What follows belongs to an exercise in optimizing a design on an open flow for small area, a short achievable clock period and few clock cycles; a production flow would make more cautious choices. At most, simulation tests tie the RTL to the original design; equivalence was not proved. Power figures rest on the tool's default switching activity, not on a simulated workload.

## oak
Design stereo_rms_level_smoother, start of the top module:
module stereo_rms_level_smoother (
  input  wire logic                 clk,
  input  wire logic                 rst_n,
  input  wire logic                 in_valid,
  output logic                      in_stall,
  input  wire logic signed [15:0]   in_left_sample,
  input  wire logic signed [15:0]   in_right_sample,
  input  wire logic                 in_last_frame,
  output logic                      out_valid,
  input  wire logic                 out_stall,
  output logic [14:0]               out_rms_level,
  output logic [14:0]               out_smoothed_level,
  output logic [11:0]               out_radius,
  input  wire logic                 cfg_we,
  input  wire logic [2:0]           cfg_index,
  input  wire logic [15:0]          cfg_wdata
);
==> module srls_seq, before the edit <==
module srls_seq (
  input  wire logic        clk,
  input  wire logic        rst_n,
  input  wire logic        start,
  input  wire logic        closed_n,
  input  wire logic [37:0] sum,
  input  wire logic [8:0]  n,
  input  wire logic [15:0] w,
  input  wire logic [14:0] s_prev,
  input  wire logic        b_idle,
  input  wire logic        b_idle_n,
  input  wire logic        ov,
  input  wire logic        ov_n,
  input  wire logic        out_stall,
  output logic             ready,
  output logic             ready_n,
  output logic             ready2_n,
  output logic             xfer,
  output logic             pre,
  output logic [14:0]      rms,
  output logic [14:0]      smoothed
);
  logic        busy, done, dfull, sready;
  logic [4:0]  cnt;
  logic [29:0] dq;
  logic [9:0]  dr;
  logic [8:0]  nd;
  logic [1:0]  qp;
  logic [18:0] sr;
  logic [14:0] root;
  logic [30:0] acc;
  logic        busy_n, done_n, dfull_n, load_n, run_n;
  logic [4:0]  cnt_n;
  logic        step, dstep, go, sready_n;
  logic [9:0]  x1, x2, y1;
  logic [18:0] sx, sy;
  logic        sbit, rbit, sbit_r;
  logic [15:0] sp;
  logic [16:0] hadd;
  assign step  = busy && !done;
  assign dstep = step && cnt <= 5'd14;
  assign pre   = done && b_idle;
  assign xfer  = pre && (!ov || !out_stall);
  assign go    = sready && (start || (dfull && !step));
  assign busy_n   = rst_n && (go || (busy && !xfer));
  assign done_n   = rst_n && !go && busy && !xfer && (done || cnt == 5'd16);
  assign cnt_n    = go ? 5'd0 : (step ? cnt + 5'd1 : cnt);
  assign dfull_n  = rst_n && (start || (dfull && !(dstep && cnt == 5'd14)));
  assign sready_n = !busy_n || (done_n && b_idle_n && !ov_n);
  assign run_n    = busy_n && !done_n;
  assign ready_n  = !dfull_n;
  assign load_n   = closed_n && !dfull_n;
  assign ready2_n = !load_n && (!dfull_n || (run_n && cnt_n == 5'd14));
  assign ready    = !dfull;
  always_ff @(posedge clk) begin
    busy   <= busy_n;
    done   <= done_n;
    dfull  <= dfull_n;
    sready <= sready_n;
  end
  logic        sx_co, acc_co;
  logic [11:0] y4, ca, cb;
  logic [10:0] nd3;
  assign y1 = {dr[8:0], dq[29]};
  assign x1 = 10'(({y1, 1'b1} + {{1'b0, nd} ^ {10{!dr[9]}}, !dr[9]}) >> 1);
  assign y4 = {dr, dq[29], dq[28]};
  assign ca = 12'(({y4, 1'b1} + {dr[9] ? {1'b0, nd3} : ~{3'b0, nd}, !dr[9]}) >> 1);
  assign cb = 12'(({y4, 1'b1} + {dr[9] ? {3'b0, nd} : ~{1'b0, nd3}, !dr[9]}) >> 1);
  assign x2 = (ca[9:0] & {10{x1[9]}}) | (cb[9:0] & {10{!x1[9]}});
  assign sy = {sr[16:0], qp};
  srls_add #(19) u_sx (
    .a  (sy),
    .b  ({{2'b0, root} ^ {17{!sr[18]}}, 1'b1, sr[18]}),
    .ci (!sr[18]),
    .s  (sx),
    .co (sx_co)
  );
  assign rbit = root[0];
  assign sp   = {1'b0, s_prev};
  assign sbit = sp[4'(5'd15 - cnt)];
  always_comb begin
    case ({rbit, sbit_r})
      2'b10:   hadd = {1'b0, w};
      2'b01:   hadd = {1'b0, ~w};
      2'b11:   hadd = 17'h10000;
      default: hadd = '0;
    endcase
  end
  logic [30:0] acc_n;
  logic [17:0] acc_lo;
  logic [13:0] acc_hi1;
  assign acc_lo = 18'(({1'b0, acc[15:0], 1'b0, 1'b1} + {1'b0, hadd, (sbit_r && !rbit)}) >> 1);
  srls_add #(14) u_acc (
    .a  (acc[29:16]),
    .b  (14'd0),
    .ci (1'b1),
    .s  (acc_hi1),
    .co (acc_co)
  );
  assign acc_n = {acc_lo[17] ? acc_hi1 : acc[29:16], acc_lo[16:0]};
  always_ff @(posedge clk) begin
    if (start) begin
      dr  <= {3'b0, sum[37:31]};
      dq  <= sum[30:1];
      nd  <= n;
      nd3 <= 11'(n) + {1'b0, n, 1'b0};
    end else if (dstep) begin
      dr  <= x2;
      dq  <= {dq[27:0], 2'b00};
    end
  end
  always_ff @(posedge clk) begin
    if (go) begin
      qp   <= 2'b00;
      sr   <= '0;
      root <= '0;
      acc  <= 31'd1;
      cnt  <= '0;
    end else if (step) begin
      cnt    <= cnt_n;
      sbit_r <= sbit;
      qp     <= {!x1[9], !x2[9]};
      if (!cnt[4]) begin
        sr   <= sx;
        root <= {root[13:0], !sx[18]};
      end
      if (cnt >= 5'd2) begin
        acc <= acc_n;
      end
    end
  end
  assign rms      = root;
  assign smoothed = acc[30:16];
endmodule
make LEC_CHECK=0 CAP_MARGIN=20 CORE_MARGIN=2 CORE_UTILIZATION=40 SLEW_MARGIN=20 finish   # period 12.0 ns
run.sh (not shown) runs the stock make flow with config.mk's settings and CLKGATE_MAP_FILE= SYNTH_SCRIPT=/design/flow/synth_recipe.tcl, a recipe that flattens the netlist after the stock synthesis.
oak closes out successfully: all stages finished, all timing, DRC and antenna checks passed.
Testbench counts of oak, summed over its fixed seeds: cycles 6,944.
[inputs] pine vs oak
--- a/flow/design.v
+++ b/flow/design.v
@@ -602,7 +602,7 @@
   output logic [14:0]      rms,
   output logic [14:0]      smoothed
 );
-  logic        busy, done, dfull, sready;
+  logic        busy, done;
   logic [4:0]  cnt;
   logic [29:0] dq;
   logic [9:0]  dr;
@@ -611,34 +611,27 @@
   logic [18:0] sr;
   logic [14:0] root;
   logic [30:0] acc;
-  logic        busy_n, done_n, dfull_n, load_n, run_n;
+  logic        busy_n, done_n, start_n;
   logic [4:0]  cnt_n;
-  logic        step, dstep, go, sready_n;
+  logic        step;
   logic [9:0]  x1, x2, y1;
   logic [18:0] sx, sy;
   logic        sbit, rbit, sbit_r;
   logic [15:0] sp;
   logic [16:0] hadd;
-  assign step  = busy && !done;
-  assign dstep = step && cnt <= 5'd14;
-  assign pre   = done && b_idle;
-  assign xfer  = pre && (!ov || !out_stall);
-  assign go    = sready && (start || (dfull && !step));
-  assign busy_n   = rst_n && (go || (busy && !xfer));
-  assign done_n   = rst_n && !go && busy && !xfer && (done || cnt == 5'd16);
-  assign cnt_n    = go ? 5'd0 : (step ? cnt + 5'd1 : cnt);
-  assign dfull_n  = rst_n && (start || (dfull && !(dstep && cnt == 5'd14)));
-  assign sready_n = !busy_n || (done_n && b_idle_n && !ov_n);
-  assign run_n    = busy_n && !done_n;
-  assign ready_n  = !dfull_n;
-  assign load_n   = closed_n && !dfull_n;
-  assign ready2_n = !load_n && (!dfull_n || (run_n && cnt_n == 5'd14));
-  assign ready    = !dfull;
+  assign step = busy && !done;
+  assign pre  = done && b_idle;
+  assign xfer = pre && (!ov || !out_stall);
+  assign busy_n   = rst_n && (start || (busy && !xfer));
+  assign done_n   = rst_n && !start && busy && !xfer && (done || cnt == 5'd16);
+  assign cnt_n    = start ? 5'd0 : (step ? cnt + 5'd1 : cnt);
+  assign ready_n  = !busy_n || (done_n && b_idle_n && !ov_n);
+  assign start_n  = closed_n && ready_n;
+  assign ready2_n = !start_n && (!busy_n || ((done_n || cnt_n == 5'd16) && b_idle_n && !ov_n));
   always_ff @(posedge clk) begin
-    busy   <= busy_n;
-    done   <= done_n;
-    dfull  <= dfull_n;
-    sready <= sready_n;
+    busy  <= busy_n;
+    done  <= done_n;
+    ready <= ready_n;
   end
   logic        sx_co, acc_co;
   logic [11:0] y4, ca, cb;
@@ -682,17 +675,10 @@
   assign acc_n = {acc_lo[17] ? acc_hi1 : acc[29:16], acc_lo[16:0]};
   always_ff @(posedge clk) begin
     if (start) begin
-      dr  <= {3'b0, sum[37:31]};
-      dq  <= sum[30:1];
-      nd  <= n;
-      nd3 <= 11'(n) + {1'b0, n, 1'b0};
-    end else if (dstep) begin
-      dr  <= x2;
-      dq  <= {dq[27:0], 2'b00};
-    end
-  end
-  always_ff @(posedge clk) begin
-    if (go) begin
+      dr   <= {3'b0, sum[37:31]};
+      dq   <= sum[30:1];
+      nd   <= n;
+      nd3  <= 11'(n) + {1'b0, n, 1'b0};
       qp   <= 2'b00;
       sr   <= '0;
       root <= '0;
@@ -701,6 +687,8 @@
     end else if (step) begin
       cnt    <= cnt_n;
       sbit_r <= sbit;
+      dr     <= x2;
+      dq     <= {dq[27:0], 2'b00};
       qp     <= {!x1[9], !x2[9]};
       if (!cnt[4]) begin
         sr   <= sx;
### Flow results
pine ran to completion and came out clean on the timing, DRC and antenna checks.
Compared with oak, in pine combinational group share of total power increased 0.5 points; design area essentially unchanged; worst setup slack decreased 0.65 ns; routed wire length increased about 0.32%.
Of pine and oak, the lower first-pass GRT wire length belongs to pine.
No functional check of the RTL was part of pine.

## afterwards: timing with drivers on the ports
How much do the figures lean on ideal ports? The routed layouts below were timed once more, with nothing changed but the port constraints. Step 1 (the two cells are an assumption about what drives the block):
set clk [get_ports {clk}]
set_driving_cell -lib_cell sky130_fd_sc_hd__clkbuf_16 $clk
set_driving_cell -lib_cell sky130_fd_sc_hd__buf_2 [delete_from_list [all_inputs] $clk]
Step 2 also shifts input and output timing later by t, the mid clock arrival at the registers, as if the neighbouring blocks saw the same clock. Three values: no drivers, after step 1, after step 2; two values: the first two.
| run | shift t [ns] | slack for setup (ns) | latest minus earliest clock arrival (ns) | worst slew at a driven data input, ns | cell pins on the clock port's net |
|---|---|---|---|---|---|
| oak | 0.645 | 7.536 / 7.536 / 7.390 | 0.033 / 0.032 | 0.04 | 1 |
| pine | 0.655 | 6.889 / 6.926 / 6.270 | 0.029 / 0.029 | 0.07 | 1 |
After both steps every run listed still meets setup and hold. For pine, which loses most, drivers alone change the setup slack by +0.037 ns; drivers and shift together by -0.619 ns.
